This is an optimization exercise on Yosys and OpenROAD, whose aim is small area, a short achievable clock period and few clock cycles per item, not a production implementation.
In this exercise RTL edits were held to simulation tests only and were not proved equivalent to the original.

<file path="design/flow/config.mk">
export PLATFORM = sky130hd
export DESIGN_NAME = idct_top
export DESIGN_NICKNAME = idct_top
export VERILOG_FILES = /design/flow/design.v
export SDC_FILE = /design/flow/constraint.sdc
export NUM_CORES = 4
export LEC_CHECK = 0
export CAP_MARGIN = 20
export CORE_MARGIN = 2
export CORE_UTILIZATION = 40
export SLEW_MARGIN = 20
</file>
<file path="design/flow/constraint.sdc">
create_clock -name core_clock -period 12.0 [get_ports {CLOCK_50_I}]
set_input_delay 2.4000 -clock core_clock [delete_from_list [all_inputs] [get_ports {CLOCK_50_I}]]
set_output_delay 2.4000 -clock core_clock [all_outputs]
set_load 0.01 [all_outputs]
</file>
<file path="design/flow/design.v">
`timescale 1ns/1ps
`default_nettype none
package idct_pkg;
	typedef logic [17:0] sram_addr_t;
	typedef logic signed [15:0] coef_t;
	typedef logic signed [31:0] acc_t;
	typedef logic [7:0] pixel_t;
	typedef logic [4:0] buf_addr_t;
	typedef logic signed [11:0] cos_t;
	typedef struct packed {
		pixel_t even;
		pixel_t odd;
	} pixel_pair_t;
	typedef struct packed {
		coef_t even;
		coef_t odd;
	} coef_pair_t;
	typedef struct packed {
		buf_addr_t addr;
		coef_pair_t data;
		logic we;
	} ram_port_t;
	typedef enum logic [2:0] {idle, fetch, pass_t, pass_s, write, done} phase_t;
	function automatic cos_t idct_coeff(input logic [2:0] k, input logic [2:0] n);
		case ({k, n})
			6'd0: idct_coeff = 12'sd1448;
			6'd1: idct_coeff = 12'sd1448;
			6'd2: idct_coeff = 12'sd1448;
			6'd3: idct_coeff = 12'sd1448;
			6'd4: idct_coeff = 12'sd1448;
			6'd5: idct_coeff = 12'sd1448;
			6'd6: idct_coeff = 12'sd1448;
			6'd7: idct_coeff = 12'sd1448;
			6'd8: idct_coeff = 12'sd2009;
			6'd9: idct_coeff = 12'sd1703;
			6'd10: idct_coeff = 12'sd1138;
			6'd11: idct_coeff = 12'sd400;
			6'd12: idct_coeff = -12'sd400;
			6'd13: idct_coeff = -12'sd1138;
			6'd14: idct_coeff = -12'sd1703;
			6'd15: idct_coeff = -12'sd2009;
			6'd16: idct_coeff = 12'sd1892;
			6'd17: idct_coeff = 12'sd784;
			6'd18: idct_coeff = -12'sd784;
			6'd19: idct_coeff = -12'sd1892;
			6'd20: idct_coeff = -12'sd1892;
			6'd21: idct_coeff = -12'sd784;
			6'd22: idct_coeff = 12'sd784;
			6'd23: idct_coeff = 12'sd1892;
			6'd24: idct_coeff = 12'sd1703;
			6'd25: idct_coeff = -12'sd400;
			6'd26: idct_coeff = -12'sd2009;
			6'd27: idct_coeff = -12'sd1138;
			6'd28: idct_coeff = 12'sd1138;
			6'd29: idct_coeff = 12'sd2009;
			6'd30: idct_coeff = 12'sd400;
			6'd31: idct_coeff = -12'sd1703;
			6'd32: idct_coeff = 12'sd1448;
			6'd33: idct_coeff = -12'sd1448;
			6'd34: idct_coeff = -12'sd1448;
			6'd35: idct_coeff = 12'sd1448;
			6'd36: idct_coeff = 12'sd1448;
			6'd37: idct_coeff = -12'sd1448;
			6'd38: idct_coeff = -12'sd1448;
			6'd39: idct_coeff = 12'sd1448;
			6'd40: idct_coeff = 12'sd1138;
			6'd41: idct_coeff = -12'sd2009;
			6'd42: idct_coeff = 12'sd400;
			6'd43: idct_coeff = 12'sd1703;
			6'd44: idct_coeff = -12'sd1703;
			6'd45: idct_coeff = -12'sd400;
			6'd46: idct_coeff = 12'sd2009;
			6'd47: idct_coeff = -12'sd1138;
			6'd48: idct_coeff = 12'sd784;
			6'd49: idct_coeff = -12'sd1892;
			6'd50: idct_coeff = 12'sd1892;
			6'd51: idct_coeff = -12'sd784;
			6'd52: idct_coeff = -12'sd784;
			6'd53: idct_coeff = 12'sd1892;
			6'd54: idct_coeff = -12'sd1892;
			6'd55: idct_coeff = 12'sd784;
			6'd56: idct_coeff = 12'sd400;
			6'd57: idct_coeff = -12'sd1138;
			6'd58: idct_coeff = 12'sd1703;
			6'd59: idct_coeff = -12'sd2009;
			6'd60: idct_coeff = 12'sd2009;
			6'd61: idct_coeff = -12'sd1703;
			6'd62: idct_coeff = 12'sd1138;
			6'd63: idct_coeff = -12'sd400;
			default: idct_coeff = 12'sd0;
		endcase
	endfunction
endpackage
`default_nettype wire
`timescale 1ns/1ps
`default_nettype none
module idct_top (
	input logic CLOCK_50_I,
	input logic Resetn,
	input logic start,
	input logic [15:0] sram_read_data,
	output logic [15:0] sram_write_data,
	output idct_pkg::sram_addr_t sram_address,
	output logic write_en_n,
	output logic finish
);
	logic run;
	logic [2:0] blk;
	logic [7:0] j;
	logic [7:0] jc;
	logic f0_v, f0_col;
	logic [2:0] f0_r, f0_k;
	assign jc = j - 8'd66;
	always_comb begin
		f0_v = 1'b0;
		f0_col = 1'b0;
		f0_r = j[5:3];
		f0_k = j[2:0];
		if (run) begin
			if (j < 8'd64) begin
				f0_v = 1'b1;
			end else if (j >= 8'd66 && j <= 8'd129) begin
				f0_v = 1'b1;
				f0_col = 1'b1;
				f0_r = jc[5:3];
				f0_k = jc[2:0];
			end
		end
	end
	logic f1_v, f2_v, f3_v, f4_v, f5_v;
	logic f1_col, f2_col, f3_col, f4_col, f5_col;
	logic [2:0] f1_r, f2_r, f3_r, f4_r, f5_r;
	logic [2:0] f1_k, f2_k, f3_k, f4_k, f5_k;
	logic [2:0] f1_b, f2_b, f3_b, f4_b, f5_b;
	always_ff @(posedge CLOCK_50_I or negedge Resetn) begin
		if (!Resetn) begin
			f1_v <= 1'b0;
			f2_v <= 1'b0;
			f3_v <= 1'b0;
			f4_v <= 1'b0;
			f5_v <= 1'b0;
		end else begin
			f1_v <= f0_v;
			f2_v <= f1_v;
			f3_v <= f2_v;
			f4_v <= f3_v;
			f5_v <= f4_v;
		end
	end
	always_ff @(posedge CLOCK_50_I) begin
		{f1_col, f1_r, f1_k, f1_b} <= {f0_col, f0_r, f0_k, blk};
		{f2_col, f2_r, f2_k, f2_b} <= {f1_col, f1_r, f1_k, f1_b};
		{f3_col, f3_r, f3_k, f3_b} <= {f2_col, f2_r, f2_k, f2_b};
		{f4_col, f4_r, f4_k, f4_b} <= {f3_col, f3_r, f3_k, f3_b};
		{f5_col, f5_r, f5_k, f5_b} <= {f4_col, f4_r, f4_k, f4_b};
	end
	logic [7:0][127:0] tarr;
	logic signed [15:0] v;
	logic [127:0] t_new;
	logic t_wr;
	always_ff @(posedge CLOCK_50_I) begin
		if (f3_v) begin
			if (f3_col) begin
				v <= tarr[7][f3_r*16 +: 16];
			end else begin
				v <= sram_read_data;
			end
		end
		if (f3_v && f3_col) begin
			tarr <= {tarr[6:0], tarr[7]};
		end else if (t_wr) begin
			tarr <= {tarr[6:0], t_new};
		end
	end
	logic signed [27:0] x, x5, x7, x9, x13, x25, x39, x45, x49, x181, x473, x569;
	logic signed [27:0] m1448, m2009, m1892, m1703, m1138, m784, m400;
	assign x = 28'(v);
	assign x5 = (x <<< 2) + x;
	assign x7 = (x <<< 3) - x;
	assign x9 = (x <<< 3) + x;
	assign x13 = (x <<< 3) + x5;
	assign x25 = (x5 <<< 2) + x5;
	assign x39 = (x5 <<< 3) - x;
	assign x45 = (x5 <<< 3) + x5;
	assign x49 = (x7 <<< 3) - x7;
	assign x181 = (x45 <<< 2) + x;
	assign x473 = (x <<< 9) - x39;
	assign x569 = (x9 <<< 6) - x7;
	assign m1448 = x181 <<< 3;
	assign m2009 = (x <<< 11) - x39;
	assign m1892 = x473 <<< 2;
	assign m1703 = (x13 <<< 7) + x39;
	assign m1138 = x569 <<< 1;
	assign m784 = x49 <<< 4;
	assign m400 = x25 <<< 4;
	logic signed [27:0] p [0:3];
	logic [3:0] sa;
	logic signed [27:0] q [0:3];
	logic [3:0] qa;
	always_comb begin
		case (f4_k)
			3'd0: begin q[0] = m1448; q[1] = m1448; q[2] = m1448; q[3] = m1448; qa = 4'b0000; end
			3'd1: begin q[0] = m2009; q[1] = m1703; q[2] = m1138; q[3] = m400;  qa = 4'b0000; end
			3'd2: begin q[0] = m1892; q[1] = m784;  q[2] = m784;  q[3] = m1892; qa = 4'b1100; end
			3'd3: begin q[0] = m1703; q[1] = m400;  q[2] = m2009; q[3] = m1138; qa = 4'b1110; end
			3'd4: begin q[0] = m1448; q[1] = m1448; q[2] = m1448; q[3] = m1448; qa = 4'b0110; end
			3'd5: begin q[0] = m1138; q[1] = m2009; q[2] = m400;  q[3] = m1703; qa = 4'b0010; end
			3'd6: begin q[0] = m784;  q[1] = m1892; q[2] = m1892; q[3] = m784;  qa = 4'b1010; end
			default: begin q[0] = m400; q[1] = m1138; q[2] = m1703; q[3] = m2009; qa = 4'b1010; end
		endcase
	end
	always_ff @(posedge CLOCK_50_I) begin
		for (int n = 0; n < 4; n++) p[n] <= q[n];
		sa <= qa;
	end
	logic signed [29:0] acc_a [0:3];
	logic signed [29:0] acc_b [0:3];
	logic signed [29:0] nxt_a [0:3];
	logic signed [29:0] nxt_b [0:3];
	logic first;
	assign first = (f5_k == 3'd0);
	logic [3:0] sb;
	logic signed [29:0] pe [0:3];
	logic signed [29:0] base_a [0:3];
	logic signed [29:0] base_b [0:3];
	always_comb begin
		for (int n = 0; n < 4; n++) begin
			sb[n] = sa[n] ^ f5_k[0];
			pe[n] = 30'(p[n]);
			base_a[n] = first ? 30'sd0 : acc_a[n];
			base_b[n] = first ? 30'sd0 : acc_b[n];
			nxt_a[n] = base_a[n] + (pe[n] ^ {30{sa[n]}}) + 30'(sa[n]);
			nxt_b[n] = base_b[n] + (pe[n] ^ {30{sb[n]}}) + 30'(sb[n]);
		end
	end
	always_ff @(posedge CLOCK_50_I) begin
		if (f5_v) begin
			for (int n = 0; n < 4; n++) begin
				acc_a[n] <= nxt_a[n];
				acc_b[n] <= nxt_b[n];
			end
		end
	end
	assign t_wr = f5_v && !f5_col && (f5_k == 3'd7);
	assign t_new = {nxt_b[0][23:8], nxt_b[1][23:8], nxt_b[2][23:8], nxt_b[3][23:8],
		nxt_a[3][23:8], nxt_a[2][23:8], nxt_a[1][23:8], nxt_a[0][23:8]};
	function automatic logic [7:0] clip(input logic signed [29:0] s);
		if (s[29]) clip = 8'd0;
		else if (|s[28:24]) clip = 8'd255;
		else clip = s[23:16];
	endfunction
	logic [7:0][7:0] pb_hi, pb_lo;
	logic [7:0][7:0] pix;
	logic pix_ld;
	always_comb begin
		for (int n = 0; n < 4; n++) begin
			pix[n] = clip(nxt_a[n]);
			pix[7 - n] = clip(nxt_b[n]);
		end
	end
	assign pix_ld = f5_v && f5_col && (f5_k == 3'd7);
	always_ff @(posedge CLOCK_50_I) begin
		if (pix_ld) begin
			if (!f5_r[0]) pb_hi <= pix;
			else pb_lo <= pix;
		end
	end
	logic wpend;
	logic [2:0] widx;
	logic [2:0] wblk;
	logic [1:0] wpair;
	logic wr_go;
	logic last_wr;
	assign wr_go = run && wpend && (j >= 8'd64);
	assign last_wr = (wblk == 3'd7) && (wpair == 2'd3) && (widx == 3'd7);
	always_ff @(posedge CLOCK_50_I or negedge Resetn) begin
		if (!Resetn) begin
			run <= 1'b0;
			blk <= '0;
			j <= '0;
			wpend <= 1'b0;
			widx <= '0;
			write_en_n <= 1'b1;
			finish <= 1'b0;
		end else begin
			finish <= 1'b0;
			write_en_n <= 1'b1;
			if (!run) begin
				if (start) begin
					run <= 1'b1;
					blk <= '0;
					j <= '0;
					wpend <= 1'b0;
				end
			end else begin
				if (j == 8'd129 && blk != 3'd7) begin
					j <= '0;
					blk <= blk + 3'd1;
				end else begin
					j <= j + 8'd1;
				end
				if (wr_go) begin
					write_en_n <= 1'b0;
					widx <= widx + 3'd1;
					if (widx == 3'd7) wpend <= 1'b0;
					if (last_wr) begin
						finish <= 1'b1;
						run <= 1'b0;
					end
				end
				if (pix_ld && f5_r[0]) begin
					wpend <= 1'b1;
					widx <= '0;
				end
			end
		end
	end
	always_ff @(posedge CLOCK_50_I) begin
		if (pix_ld && f5_r[0]) begin
			wblk <= f5_b;
			wpair <= f5_r[2:1];
		end
		if (wr_go) begin
			sram_address <= 18'(1024) + 18'({wblk[2], widx, wblk[1:0], wpair});
			sram_write_data <= {pb_hi[widx], pb_lo[widx]};
		end else begin
			sram_address <= 18'({blk[2], j[5:3], blk[1:0], j[2:0]});
		end
	end
endmodule
`default_nettype wire
</file>
<file path="design/flow/run.sh">
#!/bin/bash
# synth_recipe.tcl (not shown) runs the flow's synth.tcl, then flattens the netlist and writes it again
# the make line also repeats each setting of config.mk as NAME=value (left out here)
make -C /OpenROAD-flow-scripts/flow DESIGN_CONFIG=/design/flow/config.mk WORK_HOME=/design/flow/orfs CLKGATE_MAP_FILE= SYNTH_SCRIPT=/design/flow/synth_recipe.tcl finish
</file>
==> metrics.yaml <==
run_status: "no timing/DRC/antenna violations"
finalWeightedCongestion: 0.928
design.final.nets: 7237
tritoncts_clock_tree: "yes"
placedInstanceArea_um2: 85200
ys_async_sr_fraction_pct: 1.41
netlist.area_leader.share_pct: 52.6
grt_util_all_layers_pct: 20.9
grt_max_degree: 213
area_growth_syn_to_layout_pct: 10.9
timing.critical_path.required_ns: 12.73
timing.final.max_slew_violations: 0
crit_top_cell: "sky130_fd_sc_hd__o21ai_0"
setup-tns-final_ns: 0
antenna_left: 0
critical-path-slowest-cell: "sky130_fd_sc_hd__a311oi_1"
clock_insertion_delay_worst_skew_ns: 0.82
number_of_cells_produced_by_synthesis: 6689
wl_per_cell_um: 23.4
ios: 55
cts_hold_buf: 0
worstReg2RegEnd: "p[3][27]"
grt_setup_unrepaired: "no"
clk_path_buf_depth: 3
via_count_of_the_first_global_routing_pass: 51300
critical_path_class: "reg -> reg"
post_layout_instance_area_um2: 90500
cp_max_fo: 28
drtIter0Drc: 5458
vias: 54000
layout-drive-gt1-share_pct: 7.50
setup.worst_path.end_class: "flop"
min-delay-path-class: "reg -> reg"
cp.arrival_ns: 9.38
final_setup_violation_count: 0
post-synth-top-area-cell: "sky130_fd_sc_hd__edfxtp_1"
clk_root_buffer_cell: "sky130_fd_sc_hd__clkbuf_16"
clkSinkCount: 1627
floorplan.core_area_um2: 202000
cts_buffers: 159
timing.hold.worst_path_depth: 0
timing.critical_path.from_type: "flop"
drt_first_pass_iters: 6
post_synth_instance_area_um2: 81500
ys_seq_elements: 1627
timing.fmax_ghz: 0.116
r2r_setup_slack_ns: 3.35
worstHoldEndpoint: "f5_r[0]"
grt_pass1_wl_um: 329000
ys_types: 117
avgSynthCellArea_um2: 12.2
port-buffer-count: 46
wirelength_um: 224000
worst_max_slew_pin_slew_ns: 1.21
hpwlAfterDp_um: 164000
maxCapViolCount: 0
antenna_found_initial: 8
cts_post_setup_buffers_inserted: 0
final_critical_delay_including_setup_and_external_delays_ns: 8.65
critical-path-max-stage-delay_ns: 0.94
most_instantiated_flip_flop_cell_in_the_synthesis_netlist: "sky130_fd_sc_hd__edfxtp_1"
die-height_um: 455
synth.most_common_cell: "sky130_fd_sc_hd__edfxtp_1"
finClkSkew_ns: 0.0628
final_min_period_over_clock_period_pct: 72.1
htree_num_levels: 4
count_of_flip_flops_with_a_built_in_enable_after_synthesis: 1429
start_point_of_the_worst_hold_path: "f4_r[0]"
grt-ovfl-total: 0
ys.warnings.count: 10
post_synth_main_area_contributors: "sky130_fd_sc_hd__edfxtp_1, sky130_fd_sc_hd__ha_1, sky130_fd_sc_hd__dfxtp_1"
floorplan.initialDensity_pct: 40.3
viasPerCell: 5.65
die_w_um: 455
synth_seq_area_share_pct: 57.6
row_count: 165
worstReg2RegStart: "v[0]"
slew_headroom_pct: 18.8
drc_errors: 0
post_cts_resize_count: 0
full_die_area_um2: 207000
timing.reg2reg.worst_path_depth: 33
post_synth_most_frequent_cells: "sky130_fd_sc_hd__edfxtp_1, sky130_fd_sc_hd__nand2_1, sky130_fd_sc_hd__a21oi_1"
fin_hold_viols: 0
clk_transition_reported_paths_ns: 0.07
## worst max-delay path, delay by kind of cell (launching register included)
family	cells	cell delay [ns]
AOI/OAI and AO/OA	21	5.50
and+or+nand+nor	5	0.69
buffers and inverters	3	0.52
DFF	1	0.32
adders and majority gates	4	1.52
## metal layers
layer	GRT usage, %	wire (µm)	share of wire, %
met2	31.9	99400	44
met1	30.9	104000	46
met5	0	0	0
met3	2.63	14100	6.3
met4	6.34	6270	2.8
## layout by cell type (no fill, tap or decap), drive strengths merged, types with 33 or more instances in the layout
master	netlist	layout
edfxtp	1429	1429
nand2	561	561
a21oi	475	475
ha	444	444
nor2	392	392
xnor2	373	373
o21ai	345	345
inv	270	281
and2	249	249
xor2	238	238
clkbuf	161	217
a21o	177	177
dfxtp	175	175
nand3	85	85
buf	64	83
nor3	81	81
nand2b	69	69
o21bai	69	69
nor2b	67	67
o21a	67	67
mux4	64	64
a31oi	55	55
clkdlybuf4s50	0	46
o211ai	46	46
clkinv	2	45
and3	44	44
a211oi	43	43
a22oi	38	38
mux2i	35	35
a221oi	33	33
## metrics by stage
stage	utilization, %	hold slack [ns]	worst slack (ns)	cells
floorplan	-	0.310	1.57	6696
global route	44.7	0.318	2.82	9564
global placement	42.1	0.310	3.60	9268
detailed placement	42.1	0.312	3.56	9271
finish	44.7	0.303	3.35	9564
CTS	44.7	0.298	3.53	9562
## cell families (layout without fill, tap and decap cells)
group | count (synthesis) | after routing | synth area share, %
AO/OA/AOI/OAI | 1679 | 1679 | 13.6
XOR/XNOR | 612 | 612 | 6.61
adder cells (fa/ha/maj) | 459 | 459 | 7.16
buffers and inverters | 497 | 692 | 2.38
flip-flops | 1627 | 1627 | 57.6
multiplexers | 127 | 127 | 2.58
other | 1 | 9 | 0.00460
AND/OR/NAND/NOR | 1687 | 1687 | 10.0
## flip-flops by register name, indices dropped and copies added (netlist names), 8 cells and up
| name | flops |
|---|---|
| pb_hi | 64 |
| j | 8 |
| p | 112 |
| acc_a | 120 |
| v | 16 |
| tarr | 1024 |
| sram_write_data | 16 |
| acc_b | 120 |
| pb_lo | 64 |
| sram_address | 10 |
## cell type report
type / instances / area (µm²)
Clock buffer: 217 / 4390
Timing Repair Buffer: 129 / 1140
Multi-Input combinational cell: 4572 / 32700
Clock inverter: 74 / 806
Inverter: 272 / 1020
Fill cell: 18300 / 112000
Tap cell: 2672 / 3340
Sequential cell: 1627 / 47000
Antenna cell: 1 / 2.50
## how the worst max path moves through the flow
stage | start | endpoint | depth (start not counted)
floorplan | f5_v | tarr[0] | 3
global placement | v[0] | p[3][27] | 33
detailed placement | v[0] | p[3][27] | 33
CTS | v[0] | p[3][27] | 33
global route | v[1] | p[3][27] | 32
finish | v[0] | p[3][27] | 33
Testbench counts, summed over its fixed seeds: cycles 33,760, images 32.

static timing again, ports no longer ideal:
No port has a modelled driver above. Below, the same layout with a new extraction and two added sets of constraints.
Step 1, drivers: a clkbuf_16 drives CLOCK_50_I and a buf_2 each remaining input, both assumed.
Step 2, shift: input delay + t, output delay - t, t = (earliest + latest rising clock arrival at the registers) / 2. This alone moves slack from input paths to output paths.
Slacks: no drivers / after step 1 / after step 2; pairs: no drivers / after step 1.
shift t [ns]: 0.863
slack for setup (ns): 3.352 / 3.352 / 3.352
slew at the worst register clock pin (ns): 0.07 / 0.07
worst slew at a driven data input, ns: 0.04
After both steps this run still meets setup and hold. The setup slack of this run moves by 0.000 ns with the drivers and by 0.000 ns with both steps.
